What follows belongs to an exercise in optimizing a design on an open flow for small area and a short achievable clock period; a production flow would make more cautious choices. At most, simulation tests tie the RTL to the original design; equivalence was not proved. Only the layout flow was run in runs 1 and 2; the RTL was not checked for function there. No activity file was given, so power comes from the tool's default toggle rates.

File: flow/run.sh
#!/bin/bash
# synth_recipe.tcl (not shown) runs the flow's synth.tcl, then flattens the netlist and writes it again
# the make line also repeats each setting of config.mk as NAME=value (left out here)
make -C /OpenROAD-flow-scripts/flow DESIGN_CONFIG=/design/flow/config.mk WORK_HOME=/design/flow/orfs CLKGATE_MAP_FILE= SYNTH_SCRIPT=/design/flow/synth_recipe.tcl finish
File: flow/design.v
module data_mem_responder #(
  parameter int DEPTH       = 64,
  parameter int WAIT_STATES = 2
) (
  input  logic        clk,
  input  logic        reset,
  input  logic        req_valid,
  output logic        req_ready,
  input  logic        req_write,
  input  logic [31:0] req_addr,
  input  logic [31:0] req_wdata,
  input  logic [3:0]  req_be,
  output logic        rsp_valid,
  input  logic        rsp_ready,
  output logic [31:0] rsp_rdata,
  output logic        rsp_err
);
  logic idle_q, w1_q, w2_q, resp_q;
  always_ff @(posedge clk) begin
    if (reset) begin
      idle_q <= 1'b1;
      w1_q   <= 1'b0;
      w2_q   <= 1'b0;
      resp_q <= 1'b0;
    end else begin
      idle_q <= (idle_q & ~req_valid) | (resp_q & rsp_ready);
      w1_q   <= idle_q & req_valid;
      w2_q   <= w1_q;
      resp_q <= w2_q | (resp_q & ~rsp_ready);
    end
  end
  logic [5:0] cnt_q;
  logic       seen_reset_q;
  always_ff @(posedge clk) begin
    if (reset) seen_reset_q <= 1'b1;
    if (seen_reset_q || !reset) cnt_q <= cnt_q + 6'd1;
    else                        cnt_q <= 6'd0;
  end
  logic [5:0]  pos_q;
  logic        err_q, wr_q;
  logic [31:0] wdata_q;
  logic [3:0]  be_q;
  logic        a_err;
  assign a_err = (|req_addr[1:0]) | (|req_addr[31:8]);
  logic [5:0] pos_d;
  assign pos_d = idle_q ? req_addr[7:2] + cnt_q : pos_q + 6'd1;
  always_ff @(posedge clk) begin
    pos_q <= pos_d;
    if (idle_q) begin
      wr_q    <= req_write;
      wdata_q <= req_wdata;
      be_q    <= req_be;
    end
    err_q <= (idle_q & a_err) | (~idle_q & err_q);
  end
  logic       st_ok, arm1_q, armx_q;
  logic [3:0] cb_q, wb;
  assign st_ok = wr_q & ~err_q;
  always_ff @(posedge clk) begin
    cb_q   <= be_q & {4{w1_q & st_ok & ~reset}};
    arm1_q <= w2_q & st_ok & ~reset;
    armx_q <= (w2_q & st_ok & ~reset) | arm1_q;
  end
  assign wb = (cb_q & {4{~reset}}) | (be_q & {4{armx_q}});
  localparam int NPORT = 22;
  logic [31:0] ring_d [64];
  logic [NPORT-1:0] psel_q;
  always_ff @(posedge clk)
    for (int k = 0; k < NPORT; k++)
      psel_q[k] <= pos_q + 6'd1 == 6'(3 * k);
  function automatic logic inv_pos(input integer p);
    inv_pos = p == 0 ? 1'b1 : ((p - 1) / 3) % 2 == 1;
  endfunction
  logic [31:0] wdata_n;
  assign wdata_n = ~wdata_q;
  logic [31:0] ring_q [64];
  for (genvar p = 0; p < 64; p++) begin : g_ring
    localparam int PREV = (p + 63) % 64;
    if (PREV % 3 == 0) begin : g_port
      for (genvar i = 0; i < 4; i++) begin : g_byte
        logic s;
        assign s = psel_q[PREV / 3] & wb[i];
        dmr_port8 u_port (
          .s (s),
          .sn(~s),
          .w (inv_pos(PREV) ? wdata_n[8*i +: 8] : wdata_q[8*i +: 8]),
          .p (ring_q[PREV][8*i +: 8]),
          .y (ring_d[p][8*i +: 8])
        );
        always_ff @(posedge clk)
          ring_q[p][8*i +: 8] <= ring_d[p][8*i +: 8];
      end
    end else begin : g_pass
      always_ff @(posedge clk)
        ring_q[p] <= ring_q[PREV];
    end
  end
  logic [31:0] rsel_q;
  always_ff @(posedge clk)
    for (int k = 0; k < 32; k++) rsel_q[k] <= pos_d[5:1] == 5'(k);
  logic [31:0] rword;
  always_comb begin
    rword = 32'd0;
    for (int k = 0; k < 32; k++)
      rword = rword | ({32{rsel_q[k]}} & (inv_pos(2*k) ? ~ring_q[2*k] : ring_q[2*k]));
  end
  logic [31:0] rdata_q;
  logic        rd_ld;
  assign rd_ld = (w1_q | w2_q) & ~pos_q[0];
  always_ff @(posedge clk)
    rdata_q <= ({32{rd_ld & ~wr_q & ~err_q}} & rword) | ({32{~rd_ld}} & rdata_q);
  assign req_ready = idle_q;
  assign rsp_valid = resp_q;
  assign rsp_rdata = rdata_q;
  assign rsp_err   = err_q;
endmodule
module dmr_port8 (
  input  logic       s,
  input  logic       sn,
  input  logic [7:0] w,
  input  logic [7:0] p,
  output logic [7:0] y
);
  assign y = ~(({8{s}} & w) | ({8{sn}} & p));
endmodule
File: flow/constraint.sdc
create_clock -name core_clock -period 6.0 [get_ports {clk}]
set_input_delay 1.2000 -clock core_clock [delete_from_list [all_inputs] [get_ports {clk}]]
set_output_delay 1.2000 -clock core_clock [all_outputs]
set_load 0.01 [all_outputs]
File: flow/config.mk
export PLATFORM = sky130hd
export DESIGN_NAME = data_mem_responder
export DESIGN_NICKNAME = data_mem_responder
export VERILOG_FILES = /design/flow/design.v
export SDC_FILE = /design/flow/constraint.sdc
export NUM_CORES = 4
export LEC_CHECK = 0
export CAP_MARGIN = 20
export CORE_MARGIN = 2
export CORE_UTILIZATION = 60
export CTS_CLUSTER_DIAMETER = 80
export CTS_CLUSTER_SIZE = 30
export SETUP_SLACK_MARGIN = 3.45
export SLEW_MARGIN = 20
==> results of run 1 <==
## flip-flops by register name (all words and copies together) (netlist names), named ones only
signal and count:
w2_q 1, idle_q 1, w1_q 1, ring_q 2048
pos_q 6, wdata_q 32, cnt_q 6, resp_q 1
rsel_q 32, rdata_q 32, be_q 4, arm1_q 1
wr_q 1, cb_q 4, psel_q 22, armx_q 1
## per-stage QoR
| stage | utilization | std cells | worst slack, ns | area (µm²) | hold WS, ns |
|---|---|---|---|---|---|
| CTS | 0.660 | 6039 | 3.16 | 64000 | 0.330 |
| global route | 0.663 | 6041 | 3.26 | 64300 | 0.336 |
| global placement | 0.629 | 5903 | 1.92 | 61000 | 0.309 |
| finish | 0.663 | 6041 | 3.31 | 64300 | 0.326 |
| floorplan | - | 4701 | 3.26 | 59000 | 0.310 |
| detailed placement | 0.629 | 5903 | 1.89 | 61000 | 0.312 |
## worst reg2reg max path: stages, from the launching register on
cell	delay [ns]
dfxtp_1	0.32
inv_2	0.31
buf_4	0.50
o22ai_1	0.18
or4_1	0.51
nor4_2	0.52
o21ai_1	0.12
## routing by layer
metal,up-vias,global-route usage
met5,-,0
met3,375,0.0734
met4,6,0.134
met1,17700,0.489
li1,16100,-
met2,1610,0.517
## layout make-up
| type | instances | area [µm²] | area share |
|---|---|---|---|
| tap | 1276 | 1600 | 0.0248 |
| clock inverter | 1 | 30.0 | 0.000467 |
| clock buffer | 117 | 2330 | 0.0363 |
| multi-input combinational | 2253 | 14200 | 0.221 |
| inverter | 31 | 181 | 0.00282 |
| sequential | 2194 | 44300 | 0.689 |
| timing repair buffer | 169 | 1620 | 0.0251 |
## power by group
part	total (mW)	switching (mW)	leakage, nW	internal (mW)
clock network	7.04	4.28	1.14	2.75
registers	14.8	0.182	18.2	14.6
logic	0.925	0.593	9.08	0.331
## cells in the final DEF (no fill, tap or decap), types with 27 or more instances in the layout
cell type        synthesis  routed
nand2_2                  0      53
nor2_1                 384     384
mux2i_1                352     352
clkdlybuf4s50_1          0      69
o21ai_0                191     191
buf_4                    2      42
nand2_1                334     248
dfxtp_1               2156    2140
a21oi_1                357     357
nand2_4                  0      33
edfxtp_1                38      38
o22ai_1                214     214
o21ai_1                 29      27
nor4_1                  59      48
a2bb2oi_1               29      29
or4_1                   70      70
a22o_1                  38      38
clkbuf_16                0      89
clkbuf_1               121      28
## cells by family after synthesis
family	synth area share
multiplexers	0.0600
buffers and inverters	0.0188
AO/OA/AOI/OAI	0.0911
adder cells (fa/ha/maj)	0.00246
AND/OR/NAND/NOR	0.0727
XOR/XNOR	0.00280
flip-flops	0.752
## path summary, 6_finish.rpt
path / from / to / depth (start not counted)
worst max-delay path: reset / ring_q[40][30] / 5
worst min-delay path: ring_q[19][31] / ring_q[20][31] / 0
worst max register to register: rsel_q[9] / rdata_q[15] / 6
worst min register to register: ring_q[19][31] / ring_q[20][31] / 0
## repair_timing
action                     in CTS  in global routing
cloned                          3                  0
pin swaps                      10                  9
resized for setup             181                131
setup endpoints to repair     725                562
setup buffers                  15                  2
==> out/results.ini, run 1 <==
[status]
status=complete, no violations

[floorplanning]
num_rows=114
die_height_um=317
die_area_um2=101000
initial_core_util=0.607
coreArea_um2=97000
io-pin-count=108
die_x_um=317

[cells_and_area]
fillers=7377
layout-drive-gt1-share=0.0749
area_growth_pct=9.21
num_antenna_cells=0
final_nets=4816

[sta]
worst_slew_pin_slew_ns=1.01
fin_skew_ns=0.0335
finalSetupViolCount=0
rsz0062_at_grt=yes
fin_crit_ns=2.69
min_period_over_period=0.448
slew_headroom=0.325
finalHoldViolations=0
setup_tns_ns=0
clock.fmax_ghz=0.372
maxSlewViolCount=0

[power_and_ir_drop]
fin_total_pwr_mw=22.8
leakage_nw=28.4
peakVddDrop_v=0.000279
power_density_nw_per_um2=354

[synthesis]
yosysMostFrequentCell=dfxtp_1
synthesis.nets=4785
synth_area_leaders=dfxtp_1, mux2i_1, a21oi_1, nor2_1, o22ai_1
synth_ff_type=dfxtp_1
yosysTopAreaCellShare=0.733
synth-edff-count=38
netlist_area_um2=58900
yosysSeqAreaShare=0.752
syn_avg_cell_area_um2=12.5
synthCells=4701
synthArstFlopShare=0
synth.top_cells.by_count=dfxtp_1, nor2_1, a21oi_1, mux2i_1, nand2_1
ys.warnings.count=4
ys_types=56
synth.ff_latch_count=2194
yosys.area.top_type=dfxtp_1

[routing]
top_layer=met5
drt-initial-drc-count=4486
ant_nets=0
dr.pass1.iters=5
wl_met2_mm=76.2
routed-via-count=35800
met1Wirelength_mm=77.0
vias_per_cell=5.93
avgRoutedWirePerCell_um=29.0
wl_mm=175
post-route-drc-count=0
route.met3.wl_mm=15.1

[global_route]
grt_start_max_net_pins=45
grt_usage=0.344
overflow=0
antenna_found_initial=7
grt_pass1_vias=33900
grt_pass1_wl_mm=243

[critical_path]
crit_required_ns=6.61
critical-path-max-stage-delay_ns=0.63
r2r_slack_ns=3.42
crit_type=in -> reg
worst-path-buf-inv=2
crit_fanout=22
critPathTopFamily=buffers and inverters
start_kind=primary input
arrival_ns=3.29
crit_chain=clkdlybuf4s50_1 -> o21ai_1 -> buf_4 -> nand2_2 -> mux2i_1
crit_slowest_cell=clkdlybuf4s50_1
setup.worst_path.end_class=flip-flop

[cts]
clk_path_buf_depth=3
htree_num_levels=3
numClockSinks=2194
insertion_delay_ns=0.71
hold_buffers=0
cts_made_buffers=83
cts_tree=built
cts-root-buf=clkbuf_16
clkTransAtPathRegs_ns=0.11

[job]
max_cap_violations=0

[place]
io_buffer_count=107
dpl.hpwl_mm=101
gp_congestion=0.840

[min_path]
hold_class=reg -> reg

==> run 2, diff against run 1 <==
==> flow/flow/run.sh (new file) <==
#!/bin/bash
set -euo pipefail
export BUFFER_PORTS_ARGS="-buffer_cell sky130_fd_sc_hd__buf_4"
bash standard.sh > standard.log 2>&1
==> flow/standard.sh (new file) <==
#!/bin/bash
# synth_recipe.tcl (not shown) runs the flow's synth.tcl, then flattens the netlist and writes it again
# the make line also repeats each setting of config.mk as NAME=value (left out here)
make -C /OpenROAD-flow-scripts/flow DESIGN_CONFIG=/design/flow/config.mk WORK_HOME=/design/flow/orfs CLKGATE_MAP_FILE= SYNTH_SCRIPT=/design/flow/synth_recipe.tcl "${@:-finish}"
removed: flow/run.sh
==> out/results.ini, run 2 <==
[cells_and_area]
area_growth_pct=7.74
fin_area_um2=63500
fin_util=0.654
multi_input_area_um2=13700
finalNonFillerCells=6032
final_common_cell=dfxtp_1
layout-drive-gt1-share=0.0713
final_nets=4811
final_cell_mix=dfxtp_1, nor2_1, a21oi_1, mux2i_1, nand2_1
largest_register_ffs=2048
fillers=7401
register_area_um2=44300
regMostFlops=ring_q

[critical_path]
crit_type=reg -> reg
crit_slowest_cell=or4_1
crit_fanout=25
start_kind=flip-flop
setup.worst_path.end_class=flip-flop
arrival_ns=3.20
crit_chain=inv_2 -> buf_6 -> o21ai_0 -> or4_1 -> nor4_2 -> o21ai_1
worst-path-buf-inv=2
critPathTopFamily=simple AND/OR/NAND/NOR gates
critical-path-max-stage-delay_ns=0.55
crit_required_ns=6.59

[synthesis]
synthesis.nets=4785
synth.top_cells.by_count=dfxtp_1, nor2_1, a21oi_1, mux2i_1, nand2_1
yosysMostFrequentCell=dfxtp_1
synth_area_leaders=dfxtp_1, mux2i_1, a21oi_1, nor2_1, o22ai_1
yosysTopAreaCellShare=0.733
synthCells=4701
synth-edff-count=38
netlist_area_um2=58900
syn_avg_cell_area_um2=12.5
yosysSeqAreaShare=0.752
synthArstFlopShare=0
synth_ff_type=dfxtp_1
yosys.area.top_type=dfxtp_1
ys_types=56
synth.ff_latch_count=2194
ys.warnings.count=4

[routing]
drt-initial-drc-count=4831
vias_per_cell=6.02
wl_mm=181
ant_nets=0
dr.pass1.iters=10
post-route-drc-count=0
avgRoutedWirePerCell_um=30.0
routed-via-count=36300

[global_route]
grt_usage=0.354
grt_pass1_vias=33900
grt_start_max_net_pins=42
grt_pass1_wl_mm=249
antenna_found_initial=5
overflow=0

[cts]
cts-root-buf=clkbuf_16
cts_tree=built
numClockSinks=2194
hold_buffers=0
cts_made_buffers=83
insertion_delay_ns=0.70
clkTransAtPathRegs_ns=0.11
clk_path_buf_depth=3
htree_num_levels=3

[floorplanning]
die_x_um=317
die_area_um2=101000
num_rows=114
die_height_um=317
initial_core_util=0.607
io-pin-count=108
coreArea_um2=97000

[place]
io_buffer_count=107
dpl_cell_area_um2=60800
dpl.hpwl_mm=109
gp_congestion=0.982
place_inst=5911

[power_and_ir_drop]
leakage_nw=27.8
p_int_mw=17.7
seqPwrFrac=0.651
p_clk_frac=0.308
p_sw_frac=0.222
power_density_nw_per_um2=358
switchingPower_mw=5.04
pwr-share-comb=0.041
peakVddDrop_v=0.000257

[sta]
min_period_over_period=0.434
fin_skew_ns=0.0367
clock.fmax_ghz=0.384
slew_headroom=0.288
rsz0062_at_grt=no
setup_tns_ns=0
worst_slew_pin_slew_ns=1.07
finalSetupViolCount=0
fin_crit_ns=2.61
finalHoldViolations=0
maxSlewViolCount=0

[min_path]
hold_class=reg -> reg

[job]
max_cap_violations=0

[status]
status=complete, no violations

## run 2: cells by family after synthesis
group	after synthesis	share of synthesized area
AO/OA/AOI/OAI	922	0.0911
multiplexers	353	0.0600
adder cells (fa/ha/maj)	11	0.00246
AND/OR/NAND/NOR	946	0.0727
XOR/XNOR	18	0.00280
buffers and inverters	257	0.0188
flip-flops	2194	0.752
## run 2: metal layers
layer  vias up  GRT usage  routed length (µm)
met1     18000      0.510               77400
li1      16100          -                   -
met3       389     0.0691               17500
met5         -          0                  11
met4         2      0.113                6530
met2      1850      0.540               79400
## run 2: power by group through the flow
stage	registers [mW]	logic [mW]	clock network, mW
3_5_place_dp	15.1	0.855	0
2_1_floorplan	15.0	0.519	0
4_1_cts	14.8	0.897	7.04
3_3_place_gp	15.1	0.853	0
6_report	14.8	0.937	7.00
5_1_grt	14.8	0.966	7.52
## run 2: area by class of cell
type                    count  share of cell area
inverters                  31             0.00264
repair buffers            165              0.0205
clock inverters             1            0.000473
diodes                      1           0.0000394
multi-input cells        2252               0.216
well taps                1276              0.0252
flip-flops and latches   2194               0.698
clock buffers             112              0.0365
## run 2: path summary, 6_finish.rpt
kind | startpoint | endpoint | slack [ns] | cells after the start
max | rsel_q[3] | rdata_q[5] | 3.39 | 6
max reg2reg | rsel_q[3] | rdata_q[5] | 3.39 | 6
min reg2reg | ring_q[41][13] | ring_q[42][13] | 0.32 | 0
min | ring_q[41][13] | ring_q[42][13] | 0.32 | 0
## run 2: through the flow
step	hold WS [ns]	total power [mW]	setup WS, ns
final	0.320	22.7	3.39
after global routing	0.334	23.3	3.46
after CTS	0.327	22.7	3.31
after floorplan	0.310	15.5	3.26
after detailed placement	0.312	16.0	2.58
after global placement	0.310	16.0	2.64
## run 2: repair_timing
| action | 4_1_cts | 5_1_grt |
|---|---|---|
| pin swaps | 0 | 2 |
| cloned | 1 | 1 |
| gates resized for setup | 40 | 12 |
| setup buffers | 4 | 1 |
| endpoints found under the setup margin | 55 | 22 |
==> run 3, diff against run 2 <==
--- a/flow/design.v
+++ b/flow/design.v
@@ -69,3 +69,3 @@
     for (int k = 0; k < NPORT; k++)
-      psel_q[k] <= pos_q + 6'd1 == 6'(3 * k);
+      psel_q[k] <= pos_d == 6'(3 * k);
   function automatic logic inv_pos(input integer p);
--- a/flow/config.mk
+++ b/flow/config.mk
@@ -9,6 +9,6 @@
 export CORE_MARGIN = 2
-export CORE_UTILIZATION = 60
+export CORE_UTILIZATION = 70
 export CTS_CLUSTER_DIAMETER = 80
 export CTS_CLUSTER_SIZE = 30
-export SETUP_SLACK_MARGIN = 3.45
+export SETUP_SLACK_MARGIN = 3.55
 export SLEW_MARGIN = 20
==> out/results.ini, run 3 <==
[status]
status=complete, no violations

[cells_and_area]
fin_util=0.763
final_common_cell=dfxtp_1
regMostFlops=ring_q
register_area_um2=44300
layout-drive-gt1-share=0.0822
finalNonFillerCells=5827
fillers=5462
final_cell_mix=dfxtp_1, nor2_1, a21oi_1, mux2i_1, nand2_1
largest_register_ffs=2048
area_growth_pct=8.43
final_nets=4798
multi_input_area_um2=13800

[cts]
cts_tree=built
cts_made_buffers=83
clkTransAtPathRegs_ns=0.11
htree_num_levels=3
numClockSinks=2194
hold_buffers=0
clk_path_buf_depth=3
insertion_delay_ns=0.68
cts-root-buf=clkbuf_16

[global_route]
grt_usage=0.387
antenna_found_initial=6
overflow=0
grt_pass1_wl_mm=236
grt_start_max_net_pins=35
grt_pass1_vias=34500

[critical_path]
r2r_slack_ns=3.50
setup.worst_path.end_class=flip-flop
start_kind=primary input
arrival_ns=3.16
crit_required_ns=6.59
crit_fanout=5
worst_r2r_path_depth=4
crit_type=in -> reg

[sta]
worst_slew_pin_slew_ns=1.07
fin_crit_ns=2.57
maxSlewViolCount=0
slew_headroom=0.282
finalSetupViolCount=0
min_period_over_period=0.429
clock.fmax_ghz=0.389
finalHoldViolations=0
rsz0062_at_grt=yes
fin_skew_ns=0.0215
setup_tns_ns=0

[synthesis]
synthCells=4691
synth_ff_type=dfxtp_1
synth_compound_area_frac=0.0914
ys.warnings.count=4
syn_avg_cell_area_um2=12.5
yosys.area.top_type=dfxtp_1
yosysSeqAreaShare=0.756
synth_top_family_by_area=compound AO/OA/AOI/OAI gates
synthArstFlopShare=0
muxShareOfSynthArea=0.0607
ys_types=57
synth-edff-count=38
yosysTopAreaCellShare=0.737
synth.ff_latch_count=2194
synthAdderAreaFrac=0.00184
netlist_area_um2=58600
synth_xor_area_frac=0.00192
synthesis.nets=4772
yosysMostFrequentCell=dfxtp_1
synth_area_leaders=dfxtp_1, mux2i_1, a21oi_1, nor2_1, o22ai_1
synth.top_cells.by_count=dfxtp_1, nor2_1, a21oi_1, mux2i_1, nand2_1
yosys.area_share.simple=0.0710

[routing]
vias_per_cell=6.29
routed-via-count=36700
dr.pass1.iters=6
wl_mm=171
post-route-drc-count=0
avgRoutedWirePerCell_um=29.3
ant_nets=0
drt-initial-drc-count=4362

[power_and_ir_drop]
leakage_nw=28.0
fin_total_pwr_mw=22.7
peakVddDrop_v=0.000278
power_density_nw_per_um2=357

[place]
gp_congestion=0.867
dpl.hpwl_mm=96.2
io_buffer_count=107
place_inst=5695

[floorplanning]
io-pin-count=108
die_height_um=293
die_area_um2=86000
coreArea_um2=83300
die_x_um=293
initial_core_util=0.703
num_rows=106

[job]
max_cap_violations=0

[min_path]
hold_path_depth=0
hold_class=reg -> reg

run 3: changes by cell type after synthesis, moves of 9 or more:
cell,before,now
a22o_1,38,48
a22oi_1,26,15
a2bb2oi_1,29,38
buf_1,14,25
buf_2,84,12
clkbuf_1,121,187
inv_1,10,32
inv_2,21,2
nor2_1,384,394
nor3b_2,13,0
o211ai_1,13,3
o21ai_0,191,216
o21ai_1,29,5
run 3: what timing repair did:
item	4_1_cts	5_1_grt
setup buffers	7	7
endpoints found under the setup margin	394	326
pin swaps	9	13
gates cloned	1	2
gates resized for setup	97	77
run 3: final cells by class:
class | instances | share of cell area
flip-flops and latches | 2194 | 0.698
multi-input cells | 2240 | 0.217
clock buffers | 112 | 0.0368
repair buffers | 164 | 0.0231
well taps | 1080 | 0.0213
inverters | 34 | 0.00374
clock inverters | 1 | 0.000473
diodes | 2 | 0.0000788
run 3: final timing paths:
kind	startpoint	to
worst max-delay path	req_addr[2]	rsel_q[10]
worst min-delay path	ring_q[11][20]	ring_q[12][20]
worst max register to register	pos_q[0]	rdata_q[18]
worst min register to register	ring_q[11][20]	ring_q[12][20]
run 3: worst max-delay path: stages:
cell     delay, ns
buf_8         0.11
ha_4          0.15
fa_2          0.45
mux2i_2       0.30
inv_1         0.18
nor2_2        0.31
nand2_1       0.22
nor2_1        0.23
run 3: metrics by stage:
| step | area [µm²] | hold slack (ns) | setup WS [ns] |
|---|---|---|---|
| after floorplan | 58700 | 0.310 | 3.14 |
| after global placement | 60300 | 0.309 | 2.54 |
| after detailed placement | 60300 | 0.312 | 2.49 |
| after CTS | 63100 | 0.318 | 3.24 |
| after global routing | 63500 | 0.312 | 3.35 |
| final | 63500 | 0.308 | 3.43 |
run 3: logic make-up (layout without fill, tap and decap cells):
| kind of cell | Yosys count | after routing |
|---|---|---|
| compound gates | 922 | 923 |
| flops | 2194 | 2194 |
| simple gates | 941 | 942 |
| fa+ha+maj | 8 | 8 |
| other cells | 0 | 2 |
| mux | 355 | 355 |
| buf+inv | 259 | 311 |
| xor+xnor | 12 | 12 |
run 3: where the power goes:
part           leakage, nW  switching (mW)  internal (mW)
combinational         8.64           0.567          0.328
sequential            18.2           0.186           14.6
clock                 1.15            4.19           2.77
total                 28.0            4.95           17.7
run 3: metal layers:
layer | routed length [µm] | vias up | part of all wire | global-route usage
met5 | 7 | - | 0.000041 | 0
li1 | - | 16100 | - | -
met2 | 74000 | 2045 | 0.43 | 0.578
met4 | 7810 | 2 | 0.046 | 0.160
met3 | 18500 | 467 | 0.11 | 0.0859
met1 | 70600 | 18100 | 0.41 | 0.550
==> run 4, diff against run 3 <==
--- a/flow/config.mk
+++ b/flow/config.mk
@@ -9,6 +9,7 @@
 export CORE_MARGIN = 2
-export CORE_UTILIZATION = 70
+export CORE_UTILIZATION = 60
+export CTS_BUF_LIST = sky130_fd_sc_hd__clkbuf_16 sky130_fd_sc_hd__clkbuf_8
 export CTS_CLUSTER_DIAMETER = 80
 export CTS_CLUSTER_SIZE = 30
-export SETUP_SLACK_MARGIN = 3.55
+export SETUP_SLACK_MARGIN = 3.45
 export SLEW_MARGIN = 20
==> out/results.ini, run 4 <==
[status]
status=complete, no violations

[synthesis]
synth.ff_latch_count=2194
ys_types=57
synth.top_cells.by_count=dfxtp_1, nor2_1, a21oi_1, mux2i_1, nand2_1
yosysTopAreaCellShare=0.737
synth_area_leaders=dfxtp_1, mux2i_1, a21oi_1, nor2_1, o22ai_1
synthCells=4691
synthesis.nets=4772
yosysSeqAreaShare=0.756
synthArstFlopShare=0
synth-edff-count=38
ys.warnings.count=4
syn_avg_cell_area_um2=12.5
synth_ff_type=dfxtp_1
netlist_area_um2=58600
yosysMostFrequentCell=dfxtp_1
yosys.area.top_type=dfxtp_1

[critical_path]
arrival_ns=3.16
setup.worst_path.end_class=flip-flop
crit_type=reg -> reg
start_kind=flip-flop
crit_chain=clkinv_4 -> buf_8 -> o22ai_1 -> or4_1 -> or4b_1 -> a22o_1
crit_slowest_cell=or4b_1
reg2reg_from=rsel_q[11]
worst_r2r_path_depth=6
r2r_end=rdata_q[4]
r2r_slack_ns=3.43
critical-path-max-stage-delay_ns=0.60
crit_required_ns=6.60
crit_fanout=18

[place]
place_inst=5900
dpl_cell_area_um2=60600
dpl.hpwl_mm=105
gp_congestion=0.907
io_buffer_count=107

[routing]
met1Wirelength_mm=76.3
avgRoutedWirePerCell_um=29.1
post-route-drc-count=0
drt-initial-drc-count=4477
dr.pass1.iters=6
routed-via-count=35800
wl_mm=176
vias_per_cell=5.92
ant_nets=0
wl_met2_mm=76.4
route.met3.wl_mm=17.2
top_layer=met5

[sta]
worst_slew_pin_slew_ns=1.15
fin_skew_ns=0.0286
rsz0062_at_grt=yes
slew_headroom=0.233
setup_tns_ns=0
maxSlewViolCount=0
finalSetupViolCount=0
clock.fmax_ghz=0.390
fin_crit_ns=2.57
min_period_over_period=0.428
finalHoldViolations=0

[cells_and_area]
finalNonFillerCells=6042
largest_register_ffs=2048
final_common_cell=dfxtp_1
fin_area_um2=63500
area_growth_pct=8.47
regMostFlops=ring_q
final_nets=4808
layout-drive-gt1-share=0.0733
final_cell_mix=dfxtp_1, nor2_1, a21oi_1, mux2i_1, nand2_1

[floorplanning]
die_height_um=316
initial_core_util=0.606
io-pin-count=108
die_area_um2=100000
coreArea_um2=96700
num_rows=114
die_x_um=316

[power_and_ir_drop]
leakage_nw=28.0
power_density_nw_per_um2=357
peakVddDrop_v=0.000271

[global_route]
antenna_found_initial=7
grt_start_max_net_pins=34
grt_usage=0.344
grt_pass1_vias=33400
overflow=0
grt_pass1_wl_mm=243

[min_path]
whs_endpoint=ring_q[60][16]
hp-start=ring_q[59][16]
hold_path_depth=0
hold_class=reg -> reg

[cts]
cts_tree=built
clk_path_buf_depth=3
cts_made_buffers=83
numClockSinks=2194
clkTransAtPathRegs_ns=0.12
insertion_delay_ns=0.70
cts-root-buf=clkbuf_16
htree_num_levels=3

[job]
max_cap_violations=0

-- run 4: cell count changes in the layout (fill, tap and decap cells not counted), moves of 5 or more --
cell      change
buf_4        +21
buf_12        -5
nand2_2      -38
inv_1        +29
nor2_2        -6
nand2_1      +39
nor2_1        +6
nor3_1        +5
clkbuf_1     -22
-- run 4: logic make-up after synthesis --
| kind of cell | synth area share |
|---|---|
| compound gates | 0.0914 |
| xor+xnor | 0.00192 |
| fa+ha+maj | 0.00184 |
| buf+inv | 0.0169 |
| flops | 0.756 |
| mux | 0.0607 |
| simple gates | 0.0710 |
-- run 4: worst max path at each step --
stage | startpoint | endpoint | depth (start not counted)
detailed placement | req_addr[2] | psel_q[11] | 8
CTS | idle_q | req_ready | 2
finish | rsel_q[11] | rdata_q[4] | 6
global route | idle_q | req_ready | 2
floorplan | req_addr[2] | psel_q[10] | 9
global placement | req_addr[2] | psel_q[15] | 8
-- run 4: power breakdown --
group	internal, mW	switching [mW]	total (mW)
registers	14.6	0.187	14.8
clock network	2.71	4.28	6.99
logic	0.321	0.568	0.889
-- run 4: what timing repair did --
action,CTS,global route
resized for setup,53,34
buffers inserted,3,13
cloned,0,2
hold endpoints to repair,0,0
hold buffers,0,0
pin swaps,0,7
endpoints found under the setup margin,83,58
-- run 4: routing by layer --
layer / global-route usage / vias to the layer above
li1: - / 16100
met1: 0.497 / 17600
met2: 0.519 / 1693
met3: 0.0776 / 367
met4: 0.105 / 10
met5: 0 / -
-- run 4: through the flow --
| step | hold slack, ns | setup WS, ns | power, mW | utilization |
|---|---|---|---|---|
| 2_1_floorplan | 0.310 | 3.14 | 15.5 | - |
| 3_3_place_gp | 0.310 | 2.53 | 15.9 | 0.627 |
| 3_5_place_dp | 0.312 | 2.48 | 15.9 | 0.627 |
| 4_1_cts | 0.331 | 3.28 | 22.7 | 0.654 |
| 5_1_grt | 0.335 | 3.41 | 23.3 | 0.657 |
| 6_report | 0.326 | 3.43 | 22.7 | 0.657 |
-- run 4: critical path, delay by kind of cell (launching register included) --
kind            cells  cell delay, ns
simple gates        2            1.11
buf+inv             2            0.64
compound gates      2            0.36
flops               1            0.35
-- run 4: area by class of cell --
class,count,area [µm²]
Antenna cell,4,10.0
Sequential cell,2194,44300
Clock buffer,89,2230
Tap cell,1276,1600
Fill cell,7394,33200
Inverter,34,203
Timing Repair Buffer,175,1460
Multi-Input combinational cell,2239,13600
Clock inverter,31,144
==> run 5, diff against run 4 <==
--- a/flow/config.mk
+++ b/flow/config.mk
@@ -10,3 +10,2 @@
 export CORE_UTILIZATION = 60
-export CTS_BUF_LIST = sky130_fd_sc_hd__clkbuf_16 sky130_fd_sc_hd__clkbuf_8
 export CTS_CLUSTER_DIAMETER = 80
==> out/results.ini, run 5 <==
[critical_path]
crit_fanout=18
setup.worst_path.end_class=flip-flop
arrival_ns=3.18
crit_required_ns=6.60
start_kind=flip-flop
crit_type=reg -> reg

[routing]
routed-via-count=36000
drt-initial-drc-count=4508
ant_nets=0
vias_per_cell=5.95
dr.pass1.iters=8
post-route-drc-count=0
wl_mm=176
avgRoutedWirePerCell_um=29.1

[cts]
cts_tree=built
cts-root-buf=clkbuf_16
insertion_delay_ns=0.70
htree_num_levels=3
cts_made_buffers=83
clkTransAtPathRegs_ns=0.12
clk_path_buf_depth=3
numClockSinks=2194

[cells_and_area]
area_growth_pct=8.45
final_cell_mix=dfxtp_1, nor2_1, a21oi_1, mux2i_1, nand2_1
regMostFlops=ring_q
fin_area_um2=63500
layout-drive-gt1-share=0.0733
final_nets=4808
final_common_cell=dfxtp_1
fin_util=0.657
largest_register_ffs=2048

[synthesis]
synth-edff-count=38
yosysSeqAreaShare=0.756
yosysTopAreaCellShare=0.737
ys.warnings.count=4
netlist_area_um2=58600
yosys.area.top_type=dfxtp_1
yosysMostFrequentCell=dfxtp_1
syn_avg_cell_area_um2=12.5
synthesis.nets=4772
synthCells=4691
synthArstFlopShare=0
synth_ff_type=dfxtp_1
synth_area_leaders=dfxtp_1, mux2i_1, a21oi_1, nor2_1, o22ai_1
synth.ff_latch_count=2194
ys_types=57
synth.top_cells.by_count=dfxtp_1, nor2_1, a21oi_1, mux2i_1, nand2_1

[sta]
maxSlewViolCount=0
fin_skew_ns=0.0270
fin_crit_ns=2.58
slew_headroom=0.228
clock.fmax_ghz=0.387
finalSetupViolCount=0
setup_tns_ns=0
rsz0062_at_grt=yes
worst_slew_pin_slew_ns=1.16
min_period_over_period=0.430
finalHoldViolations=0
hold_ws_ns=0.326

[global_route]
grt_pass1_vias=33400
grt_usage=0.344
overflow=0
grt_pass1_wl_mm=242
grt_start_max_net_pins=34
antenna_found_initial=7

[floorplanning]
coreArea_um2=96700
initial_core_util=0.606
die_area_um2=100000
num_rows=114
die_height_um=316
io-pin-count=108
die_x_um=316

[power_and_ir_drop]
fin_total_pwr_mw=22.8
seqPwrFrac=0.652
power_density_nw_per_um2=358
p_int_mw=17.7
p_sw_frac=0.221
leakage_nw=27.9
peakVddDrop_v=0.000272
pwr-share-comb=0.039
switchingPower_mw=5.03
p_clk_frac=0.309

[place]
dpl_cell_area_um2=60600
dpl.hpwl_mm=105
gp_congestion=0.907
io_buffer_count=107

[job]
max_cap_violations=0

[min_path]
hold_class=reg -> reg

[status]
status=complete, no violations

-- run 5: kinds of logic after synthesis --
family	synth area share
adders and majority gates	0.00184
xor gates and xnor gates	0.00192
muxes	0.0607
and+or+nand+nor	0.0710
buffers and inverters	0.0169
DFF	0.756
AOI/OAI and AO/OA	0.0914
-- run 5: critical path, cell delays in order, from the launching register on --
cell     delay (ns)
dfxtp_4        0.58
buf_6          0.31
a22o_1         0.22
or4_1          0.51
or4b_1         0.60
a22o_1         0.22
-- run 5: routing by layer --
metal | track usage | vias up | part of all wire
met5 | 0 | - | 0.00041
met4 | 0.106 | 12 | 0.036
met3 | 0.0776 | 386 | 0.10
met2 | 0.518 | 1813 | 0.43
met1 | 0.497 | 17700 | 0.43
li1 | - | 16100 | -
-- run 5: stage by stage --
step / worst slack (ns) / instances
6_report: 3.42 / 6041
2_1_floorplan: 3.14 / 4691
5_1_grt: 3.41 / 6038
4_1_cts: 3.28 / 6023
3_3_place_gp: 2.53 / 5900
3_5_place_dp: 2.48 / 5900
-- run 5: repair_timing --
action,in CTS,in global routing
pin swaps,0,7
setup buffers,3,13
cloned,0,2
hold endpoints to repair,0,0
endpoints found under the setup margin,83,59
hold buffers,0,0
resized for setup,52,34
-- run 5: final timing paths --
kind / start / to / slack (ns) / depth (start not counted)
worst max-delay path: rsel_q[28] / rdata_q[4] / 3.42 / 5
worst min-delay path: ring_q[59][16] / ring_q[60][16] / 0.33 / 0
worst max register to register: rsel_q[28] / rdata_q[4] / 3.42 / 5
worst min register to register: ring_q[59][16] / ring_q[60][16] / 0.33 / 0
-- run 5: layout make-up --
type / count / area, µm²
Multi-Input combinational cell: 2239 / 13600
Fill cell: 7394 / 33200
Inverter: 34 / 203
Sequential cell: 2194 / 44300
Clock buffer: 118 / 2340
Tap cell: 1276 / 1600
Timing Repair Buffer: 175 / 1460
Clock inverter: 2 / 35.0
Antenna cell: 3 / 7.51
-- run 5: power by group through the flow --
stage | Combinational (mW) | Sequential [mW] | Clock [mW]
after floorplan | 0.491 | 15.0 | 0
after global placement | 0.777 | 15.2 | 0
after detailed placement | 0.779 | 15.2 | 0
after CTS | 0.828 | 14.8 | 7.08
after global routing | 0.913 | 14.8 | 7.56
final | 0.883 | 14.8 | 7.04
==> run 6, diff against run 5 <==
==> flow/flow/run.sh (replaced) <==
#!/bin/bash
set -euo pipefail
export BUFFER_PORTS_ARGS="-buffer_cell sky130_fd_sc_hd__buf_2"
bash standard.sh > standard.log 2>&1
==> out/results.ini, run 6 <==
[critical_path]
r2r_end=rdata_q[4]
worstSetupStartpoint=req_addr[2]
reg2reg_from=rsel_q[18]
worst_r2r_path_depth=6
crit_fanout=7
arrival_ns=3.23
start_kind=primary input
crit_required_ns=6.62
crit_type=in -> reg
crit_end=psel_q[19]
setup.worst_path.end_class=flip-flop
r2r_slack_ns=3.42

[place]
gp_congestion=0.906
dp_slack_ns=2.32
io_buffer_count=107
dpl.hpwl_mm=106

[synthesis]
muxShareOfSynthArea=0.0607
synth_xor_area_frac=0.00192
synth.top_cells.by_count=dfxtp_1, nor2_1, a21oi_1, mux2i_1, nand2_1
netlist_area_um2=58600
ys.warnings.count=4
yosys.area_share.simple=0.0710
yosysSeqAreaShare=0.756
syn_avg_cell_area_um2=12.5
synthesis.nets=4772
synth.ff_latch_count=2194
yosysTopAreaCellShare=0.737
yosysMostFrequentCell=dfxtp_1
synthAdderAreaFrac=0.00184
yosys.area.top_type=dfxtp_1
synth-edff-count=38
synth_compound_area_frac=0.0914
synth_area_leaders=dfxtp_1, mux2i_1, a21oi_1, nor2_1, o22ai_1
synthArstFlopShare=0
ys_types=57
synth_ff_type=dfxtp_1
synthCells=4691
synth_top_family_by_area=compound AO/OA/AOI/OAI gates

[power_and_ir_drop]
p_int_mw=17.7
leakage_nw=27.7
p_clk_frac=0.309
pwr-share-comb=0.038
fin_total_pwr_mw=22.7
peakVddDrop_v=0.000278
power_density_nw_per_um2=360
seqPwrFrac=0.653
p_sw_frac=0.221
switchingPower_mw=5.01

[cells_and_area]
final_cell_mix=dfxtp_1, nor2_1, a21oi_1, mux2i_1, nand2_1
register_area_um2=44300
fillers=7539
fin_util=0.652
multi_input_area_um2=13500
layout-drive-gt1-share=0.0708
final_nets=4796
final_common_cell=dfxtp_1
regMostFlops=ring_q
largest_register_ffs=2048
area_growth_pct=7.67

[sta]
postLayoutSetupSlackWorst_ns=3.39
worst_slew_pin_slew_ns=1.14
finalSetupViolCount=0
hold_ws_ns=0.324
slew_headroom=0.241
fin_crit_ns=2.61
finalHoldViolations=0
setup_tns_ns=0
clock.fmax_ghz=0.383
fin_skew_ns=0.0310
maxSlewViolCount=0
min_period_over_period=0.435
rsz0062_at_grt=yes

[floorplanning]
die_height_um=316
io-pin-count=108
initial_core_util=0.606
num_rows=114
die_area_um2=100000
coreArea_um2=96700
die_x_um=316

[cts]
cts_tree=built
htree_num_levels=3
cts_made_buffers=83
cts-root-buf=clkbuf_16
clk_path_buf_depth=3
clkTransAtPathRegs_ns=0.11
insertion_delay_ns=0.70
hold_buffers=0
numClockSinks=2194

[routing]
post-route-drc-count=0
wl_mm=176
drt-initial-drc-count=4541
vias_per_cell=5.93
routed-via-count=35700
dr.pass1.iters=6
avgRoutedWirePerCell_um=29.2
ant_nets=0

[global_route]
grt_start_max_net_pins=34
grt_usage=0.345
grt_pass1_wl_mm=242
overflow=0
grt_pass1_vias=33100
antenna_found_initial=4

[job]
max_cap_violations=0

[min_path]
hp-start=ring_q[49][3]
hold_class=reg -> reg

[status]
status=complete, no violations

-- run 6: timing repair --
| item | in CTS | in global routing |
|---|---|---|
| pin swaps | 0 | 1 |
| setup endpoints to repair | 261 | 162 |
| buffers inserted | 4 | 3 |
| gates resized for setup | 63 | 29 |
-- run 6: cells by family after synthesis --
kind of cell               Yosys count
DFF                               2194
AOI/OAI and AO/OA                  922
xor gates and xnor gates            12
and+or+nand+nor                    941
muxes                              355
adders and majority gates            8
buffers and inverters              259
-- run 6: how the worst min path moves through the flow --
stage / endpoint / slack (ns) / cells after the start
after CTS: ring_q[57][20] / 0.33 / 0
after floorplan: ring_q[12][0] / 0.31 / 0
after global placement: ring_q[30][17] / 0.31 / 0
after global routing: ring_q[57][20] / 0.33 / 0
final: ring_q[50][3] / 0.32 / 0
after detailed placement: ring_q[12][19] / 0.31 / 0
-- run 6: power groups by stage --
stage | Clock, mW | Combinational [mW] | Sequential (mW)
after floorplan | 0 | 0.491 | 15.0
after global placement | 0 | 0.779 | 15.2
after detailed placement | 0 | 0.778 | 15.2
after CTS | 7.05 | 0.817 | 14.8
after global routing | 7.53 | 0.884 | 14.8
final | 7.01 | 0.853 | 14.8
-- run 6: layer usage --
metal	global-route usage	vias to the layer above	part of all wire
li1	-	16100	-
met1	0.515	17600	0.45
met2	0.511	1685	0.43
met3	0.0698	296	0.093
met4	0.0959	0	0.029
met5	0	-	0
-- run 6: worst max-delay path, stage by stage --
cell and delay, ns:
buf_2 0.11, ha_4 0.16, fa_2 0.40, a21o_1 0.19, a21o_1 0.17, a221o_2 0.45, buf_12 0.17, inv_8 0.08
nand2_2 0.08, nor3_1 0.21
-- run 6: cell type report --
cell class | count | share of cell area
antenna | 1 | 0.0000397
clock buffer | 114 | 0.0368
clock inverter | 1 | 0.000476
inverter | 34 | 0.00317
multi-input combinational | 2238 | 0.214
sequential | 2194 | 0.703
tap | 1276 | 0.0253
timing repair buffer | 164 | 0.0173
-- run 6: stage by stage --
step,cell area [µm²],std cells
3_3_place_gp,60300,5899
5_1_grt,63100,6021
3_5_place_dp,60300,5899
6_report,63100,6022
2_1_floorplan,58700,4691
4_1_cts,63000,6018
==> run 7, diff against run 6 <==
==> flow/design.v (replaced) <==
module data_mem_responder #(
  parameter int DEPTH       = 64,
  parameter int WAIT_STATES = 2
) (
  input  logic        clk,
  input  logic        reset,
  input  logic        req_valid,
  output logic        req_ready,
  input  logic        req_write,
  input  logic [31:0] req_addr,
  input  logic [31:0] req_wdata,
  input  logic [3:0]  req_be,
  output logic        rsp_valid,
  input  logic        rsp_ready,
  output logic [31:0] rsp_rdata,
  output logic        rsp_err
);
  logic idle_q, w1_q, w2_q, resp_q;
  always_ff @(posedge clk) begin
    if (reset) begin
      idle_q <= 1'b1;
      w1_q   <= 1'b0;
      w2_q   <= 1'b0;
      resp_q <= 1'b0;
    end else begin
      idle_q <= (idle_q & ~req_valid) | (resp_q & rsp_ready);
      w1_q   <= idle_q & req_valid;
      w2_q   <= w1_q;
      resp_q <= w2_q | (resp_q & ~rsp_ready);
    end
  end
  logic [7:0]  hi_q, lo_q;
  logic        err_q, wr_q;
  logic [31:0] wdata_q;
  logic [3:0]  be_q;
  logic        a_err;
  assign a_err = (|req_addr[1:0]) | (|req_addr[31:8]);
  always_ff @(posedge clk)
    if (idle_q) begin
      for (int g = 0; g < 8; g++) begin
        hi_q[g] <= req_addr[7:5] == 3'(g);
        lo_q[g] <= req_addr[4:2] == 3'(g);
      end
      err_q   <= a_err;
      wr_q    <= req_write;
      wdata_q <= req_wdata;
      be_q    <= req_be;
    end
  logic [31:0] mem [64];
  logic [3:0]  wbe;
  assign wbe = be_q & {4{resp_q & wr_q & ~err_q}};
  always_ff @(posedge clk)
    for (int g = 0; g < 8; g++)
      for (int j = 0; j < 8; j++)
        for (int i = 0; i < 4; i++)
          if (hi_q[g] && lo_q[j] && wbe[i]) mem[8*g+j][8*i +: 8] <= wdata_q[8*i +: 8];
  logic [31:0] grp [8];
  logic [31:0] rword;
  always_comb begin
    rword = 32'd0;
    for (int g = 0; g < 8; g++) begin
      grp[g] = 32'd0;
      for (int j = 0; j < 8; j++)
        grp[g] = grp[g] | ({32{lo_q[j]}} & mem[8*g+j]);
      rword = rword | ({32{hi_q[g]}} & grp[g]);
    end
  end
  logic [31:0] rdata_q;
  always_ff @(posedge clk)
    if (w2_q) rdata_q <= (wr_q || err_q) ? 32'd0 : rword;
  assign req_ready = idle_q;
  assign rsp_valid = resp_q;
  assign rsp_rdata = rdata_q;
  assign rsp_err   = err_q;
endmodule
==> flow/run.sh (new file) <==
#!/bin/bash
# synth_recipe.tcl (not shown) runs the flow's synth.tcl, then flattens the netlist and writes it again
# the make line also repeats each setting of config.mk as NAME=value (left out here)
make -C /OpenROAD-flow-scripts/flow DESIGN_CONFIG=/design/flow/config.mk WORK_HOME=/design/flow/orfs CLKGATE_MAP_FILE= SYNTH_SCRIPT=/design/flow/synth_recipe.tcl finish
--- a/flow/config.mk
+++ b/flow/config.mk
@@ -9,6 +9,4 @@
 export CORE_MARGIN = 2
-export CORE_UTILIZATION = 60
-export CTS_CLUSTER_DIAMETER = 80
-export CTS_CLUSTER_SIZE = 30
-export SETUP_SLACK_MARGIN = 3.45
+export CORE_UTILIZATION = 40
+export SETUP_SLACK_MARGIN = 3.2
 export SLEW_MARGIN = 20
removed: flow/flow/run.sh
removed: flow/standard.sh
==> out/results.ini, run 7 <==
[synthesis]
synthesis.nets=4277
ys.warnings.count=3
netlist_area_um2=77600
ys_types=25
yosys.area.top_type=edfxtp_1
yosysMostFrequentCell=edfxtp_1
synthCells=4204
synth_ff_type=edfxtp_1
synth-edff-count=2134
synthArstFlopShare=0
synth.ff_latch_count=2138
yosysTopAreaCellShare=0.826
syn_avg_cell_area_um2=18.5
yosysSeqAreaShare=0.827
synth.top_cells.by_count=edfxtp_1, a22oi_1, nor2_1, nand4_1, clkbuf_1
synth_area_leaders=edfxtp_1, a22oi_1, nand4_1, nor2_1, a41oi_1

[floorplanning]
die_x_um=444
initial_core_util=0.403
num_rows=161
io-pin-count=108
coreArea_um2=193000
die_height_um=444
die_area_um2=198000

[sta]
setup_tns_ns=0
finalSetupViolCount=0
fin_skew_ns=0.0506
min_period_over_period=0.477
rsz0062_at_grt=yes
slew_headroom=0.271
clock.fmax_ghz=0.350
maxSlewViolCount=0
worst_slew_pin_slew_ns=1.09
finalHoldViolations=0
fin_crit_ns=2.86

[cells_and_area]
regMostFlops=mem
register_area_um2=64200
largest_register_ffs=2048
reg.largest.list=mem x2048, rdata_q x32, wdata_q x32
area_growth_pct=14.6
final_cell_mix=edfxtp_1, a22oi_1, clkbuf_16, nor2_2, nand4_1
final_common_cell=edfxtp_1
multi_input_area_um2=12800
final_nets=4403
fin_util=0.462
layout-drive-gt1-share=0.148
fillers=16100

[routing]
avgRoutedWirePerCell_um=31.6
dr.pass1.iters=8
post-route-drc-count=0
wl_mm=223
routed-via-count=42700
vias_per_cell=6.06
drt-initial-drc-count=5639
ant_nets=0

[critical_path]
arrival_ns=3.34
crit_type=reg -> reg
start_kind=flip-flop
r2r_slack_ns=3.14
r2r_end=mem[61][18]
worst_r2r_path_depth=3
crit_required_ns=6.48
setup.worst_path.end_class=flip-flop
crit_fanout=40
reg2reg_from=hi_q[7]

[power_and_ir_drop]
leakage_nw=26.5
peakVddDrop_v=0.000332
p_clk_frac=0.411
pwr-share-comb=0.062
p_sw_frac=0.230
power_density_nw_per_um2=355
switchingPower_mw=7.26
seqPwrFrac=0.527
p_int_mw=24.3

[global_route]
grt_pass1_wl_mm=312
grt_start_max_net_pins=166
grt_usage=0.222
antenna_found_initial=3
grt_pass1_vias=41600
overflow=0

[place]
io_buffer_count=107
dpl.hpwl_mm=129
gp_congestion=0.851

[cts]
clkTransAtPathRegs_ns=0.06
cts_made_buffers=213
insertion_delay_ns=0.88
cts-root-buf=clkbuf_16
numClockSinks=2138
htree_num_levels=4
clk_path_buf_depth=3
cts_tree=built

[min_path]
whs_endpoint=w2_q
hold_class=reg -> reg
hp-start=w1_q
hold_path_depth=1

[job]
max_cap_violations=0

[status]
status=complete, no violations

## run 7: critical path, stage by stage (launching register included)
cell	delay (ns)
edfxtp_1	0.32
buf_4	0.59
nand2_1	0.82
nor2_2	0.70
## run 7: how the worst max path moves through the flow
stage | start | endpoint | slack (ns) | cells after the start
3_3_place_gp | resp_q | mem[13][17] | 2.53 | 5
6_report | hi_q[7] | mem[61][18] | 3.14 | 3
3_5_place_dp | lo_q[5] | mem[61][21] | 2.54 | 3
2_1_floorplan | idle_q | req_ready | 3.25 | 0
4_1_cts | hi_q[6] | mem[52][1] | 3.02 | 2
5_1_grt | rdata_q[20] | rsp_rdata[20] | 3.14 | 1
## run 7: layer usage
metal  routed length (µm)  vias to the layer above  share of wire  GRT usage
met2               105000                     2142           0.47      0.350
met1                88300                    22200           0.40      0.302
met5                    0                        -              0          0
li1                     -                    18000              -          -
met4                 8880                        0          0.040     0.0870
met3                20200                      319          0.091     0.0454
## run 7: power groups by stage
stage / sequential (mW) / combinational [mW] / clock (mW)
2_1_floorplan: 17.0 / 0.842 / 0
3_3_place_gp: 16.9 / 1.87 / 0
3_5_place_dp: 16.9 / 1.89 / 0
4_1_cts: 16.6 / 1.95 / 13.1
5_1_grt: 16.6 / 2.06 / 13.7
6_report: 16.6 / 1.97 / 13.0
## run 7: logic make-up (layout without fill, tap and decap cells)
kind of cell | count (synthesis) | count (layout) | share of synthesized area
and+or+nand+nor | 519 | 519 | 0.0312
AOI/OAI and AO/OA | 1250 | 1250 | 0.125
other | 0 | 2 | 0
DFF | 2138 | 2138 | 0.827
buffers and inverters | 297 | 606 | 0.0168
## run 7: cell type report
cell class / count / area share
well taps: 2526 / 0.0356
inverters: 5 / 0.000296
clock buffers: 256 / 0.0620
clock inverters: 142 / 0.0144
diodes: 2 / 0.0000563
repair buffers: 203 / 0.0217
multi-input cells: 1769 / 0.144
flip-flops and latches: 2138 / 0.722
## run 7: what timing repair did
action / CTS / global route
cloned: 1 / 0
gates resized for setup: 290 / 60
hold buffers: 0 / 0
pin swaps: 0 / 2
buffers inserted: 6 / 0
endpoints found under the setup margin: 2088 / 670
## run 7: metrics by stage
| step | total power [mW] | instance area (µm²) | instances | setup slack, ns | hold slack [ns] |
|---|---|---|---|---|---|
| floorplan | 17.9 | 77600 | 4204 | 3.25 | 0.414 |
| global placement | 18.8 | 81400 | 6634 | 2.53 | 0.430 |
| detailed placement | 18.8 | 81400 | 6634 | 2.54 | 0.427 |
| CTS | 31.6 | 88700 | 7039 | 3.02 | 0.439 |
| global route | 32.4 | 88900 | 7040 | 3.14 | 0.466 |
| finish | 31.5 | 88900 | 7041 | 3.14 | 0.437 |
==> run 8, diff against run 7 <==
==> flow/flow/run.sh (new file) <==
#!/bin/bash
set -euo pipefail
export BUFFER_PORTS_ARGS="-buffer_cell sky130_fd_sc_hd__buf_4"
bash standard.sh > standard.log 2>&1
==> flow/standard.sh (new file) <==
#!/bin/bash
# synth_recipe.tcl (not shown) runs the flow's synth.tcl, then flattens the netlist and writes it again
# the make line also repeats each setting of config.mk as NAME=value (left out here)
make -C /OpenROAD-flow-scripts/flow DESIGN_CONFIG=/design/flow/config.mk WORK_HOME=/design/flow/orfs CLKGATE_MAP_FILE= SYNTH_SCRIPT=/design/flow/synth_recipe.tcl "${@:-finish}"
--- a/flow/config.mk
+++ b/flow/config.mk
@@ -9,4 +9,6 @@
 export CORE_MARGIN = 2
-export CORE_UTILIZATION = 40
-export SETUP_SLACK_MARGIN = 3.2
+export CORE_UTILIZATION = 60
+export CTS_CLUSTER_DIAMETER = 80
+export CTS_CLUSTER_SIZE = 30
+export SETUP_SLACK_MARGIN = 3.45
 export SLEW_MARGIN = 20
removed: flow/run.sh
==> out/results.ini, run 8 <==
[status]
status=complete, no violations

[critical_path]
start_kind=flip-flop
critical-path-max-stage-delay_ns=0.77
crit_chain=buf_4 -> buf_6 -> nand2_1 -> nor2_2
setup.worst_path.end_class=flip-flop
arrival_ns=3.19
crit_required_ns=6.36
reg2reg_from=lo_q[5]
r2r_slack_ns=3.17
worst_r2r_path_depth=4
crit_type=reg -> reg
crit_fanout=27
crit_slowest_cell=nand2_1
r2r_end=mem[5][23]

[synthesis]
synth.ff_latch_count=2138
synth_area_leaders=edfxtp_1, a22oi_1, nand4_1, nor2_1, a41oi_1
syn_avg_cell_area_um2=18.5
ys_types=25
yosysMostFrequentCell=edfxtp_1
netlist_area_um2=77600
synthCells=4204
synth-edff-count=2134
yosysSeqAreaShare=0.827
yosys.area.top_type=edfxtp_1
yosysTopAreaCellShare=0.826
synth_ff_type=edfxtp_1
synth.top_cells.by_count=edfxtp_1, a22oi_1, nor2_1, nand4_1, clkbuf_1
synthesis.nets=4277
synthArstFlopShare=0
ys.warnings.count=3

[sta]
worst_slew_pin_slew_ns=1.21
rsz0062_at_grt=yes
fin_crit_ns=2.83
slew_headroom=0.194
min_period_over_period=0.472
maxSlewViolCount=0
postLayoutSetupSlackWorst_ns=3.17
clock.fmax_ghz=0.353
finalHoldViolations=0
setup_tns_ns=0
fin_skew_ns=0.0254
finalSetupViolCount=0

[cells_and_area]
final_nets=4323
fin_util=0.668
layout-drive-gt1-share=0.186
reg.largest.list=mem x2048, rdata_q x32, wdata_q x32
final_common_cell=edfxtp_1
fillers=8507
largest_register_ffs=2048
final_cell_mix=edfxtp_1, a22oi_1, nor2_2, buf_4, nand4_1
fin_area_um2=85500
area_growth_pct=10.2
regMostFlops=mem

[power_and_ir_drop]
p_sw_frac=0.236
fin_total_pwr_mw=26.1
seqPwrFrac=0.633
p_int_mw=20.0
pwr-share-comb=0.084
leakage_nw=25.1
power_density_nw_per_um2=306
peakVddDrop_v=0.000225
p_clk_frac=0.283
switchingPower_mw=6.16

[routing]
ant_nets=0
wl_mm=220
vias_per_cell=6.95
dr.pass1.iters=5
routed-via-count=41900
avgRoutedWirePerCell_um=36.5
post-route-drc-count=0
drt-initial-drc-count=5609

[place]
gp_congestion=0.884
io_buffer_count=107
dpl.hpwl_mm=130
dpl_cell_area_um2=80200
dp_slack_ns=2.59

[floorplanning]
num_rows=131
die_x_um=364
initial_core_util=0.606
die_height_um=364
die_area_um2=132000
io-pin-count=108
coreArea_um2=128000

[cts]
cts_tree=built
htree_num_levels=3
cts-root-buf=clkbuf_16
clk_path_buf_depth=3
clkTransAtPathRegs_ns=0.11
insertion_delay_ns=0.73
cts_made_buffers=89
numClockSinks=2138

[global_route]
overflow=0
antenna_found_initial=3
grt_pass1_vias=39700
gr-usage-met3=0.0776
grt_pass1_wl_mm=301
grtUsageMet1=0.484
grt_usage=0.328
met2_usage=0.488
grt_start_max_net_pins=100
grt-busiest-layer=met2

[min_path]
hp-start=w1_q
hold_class=reg -> reg
hold_path_depth=1
whs_endpoint=w2_q

[job]
max_cap_violations=0

[run 8: cell counts after synthesis]
Identical to the previous run, type by type.
[run 8: final cells by class]
type	count	area (µm²)	area share
diodes	2	5.00	0.0000585
clock buffers	99	2310	0.0270
clock inverters	36	362	0.00423
inverters	5	26.3	0.000307
multi-input cells	1769	13900	0.163
flip-flops and latches	2138	64200	0.751
well taps	1729	2160	0.0253
repair buffers	247	2550	0.0298
[run 8: layer usage]
layer,vias up,share of wire
met2,2217,0.45
met4,2,0.041
met1,21700,0.40
met3,286,0.10
li1,17700,-
met5,-,0.000055
[run 8: how the worst max path moves through the flow]
stage / from / to / slack, ns
2_1_floorplan: req_addr[13] / err_q / 3.72
3_3_place_gp: resp_q / mem[1][27] / 2.66
3_5_place_dp: resp_q / mem[1][25] / 2.59
4_1_cts: rdata_q[18] / rsp_rdata[18] / 3.23
5_1_grt: rdata_q[16] / rsp_rdata[16] / 3.25
6_report: lo_q[5] / mem[5][23] / 3.17
[run 8: cell families after synthesis]
| logic type | share of synthesized area |
|---|---|
| compound gates | 0.125 |
| simple gates | 0.0312 |
| flops | 0.827 |
| buf+inv | 0.0168 |
[run 8: per-stage QoR]
step	hold WS (ns)	cells
after global placement	0.419	5845
after floorplan	0.414	4204
after detailed placement	0.430	5845
final	0.444	6025
after CTS	0.445	6000
after global routing	0.449	6023
[run 8: power groups by stage]
stage | combinational, mW | clock, mW | sequential [mW]
detailed placement | 1.89 | 0 | 16.9
global route | 2.27 | 7.91 | 16.6
CTS | 2.02 | 7.45 | 16.6
global placement | 1.87 | 0 | 16.9
floorplan | 0.842 | 0 | 17.0
finish | 2.19 | 7.40 | 16.6
[run 8: worst max-delay path, delay by kind of cell, from the launching register on]
| kind | cells | cell delay, ns |
|---|---|---|
| AND/OR/NAND/NOR | 2 | 1.44 |
| buffers and inverters | 2 | 0.61 |
| flip-flops | 1 | 0.38 |
[run 8: timing repair]
item	4_1_cts	5_1_grt
gates cloned	0	9
setup endpoints to repair	2101	535
gates resized for setup	317	169
setup buffers	20	14
pin swaps	12	42
hold buffers	0	0

==> what the ideal ports hide <==
In the flow no input, the clock included, has a driving cell. The finished layouts below were timed again as built, in two steps.
Step 1 assumes that a clkbuf_16 drives the clock port and a buf_2 every other input.
Step 2, shift: input delay + t, output delay - t, t = (earliest + latest rising clock arrival at the registers) / 2. This alone moves slack from input paths to output paths.
Three values: ideal ports, drivers, drivers and shift; two values: the first two.
run	t (ns)	setup slack, ns	latest minus earliest clock arrival (ns)	worst register clock-pin slew, ns	cell pins on the clock port's net
run 1	0.762	3.313 / 3.359 / 2.596	0.035 / 0.035	0.12 / 0.12	1
run 2	0.763	3.394 / 3.394 / 2.790	0.048 / 0.048	0.12 / 0.12	1
run 3	0.746	3.428 / 3.402 / 2.716	0.026 / 0.025	0.11 / 0.11	1
run 4	0.760	3.433 / 3.375 / 2.732	0.037 / 0.037	0.12 / 0.12	1
run 5	0.758	3.419 / 3.380 / 2.712	0.033 / 0.033	0.12 / 0.12	1
run 6	0.764	3.388 / 3.420 / 2.679	0.043 / 0.042	0.12 / 0.12	1
run 7	0.936	3.140 / 3.080 / 3.140	0.053 / 0.053	0.07 / 0.07	1
run 8	0.798	3.167 / 3.159 / 3.167	0.036 / 0.036	0.11 / 0.11	1
After both steps setup and hold are still met in every run listed. The setup slack of run 1, which loses most, moves by +0.046 ns with the drivers and by -0.717 ns with both steps.
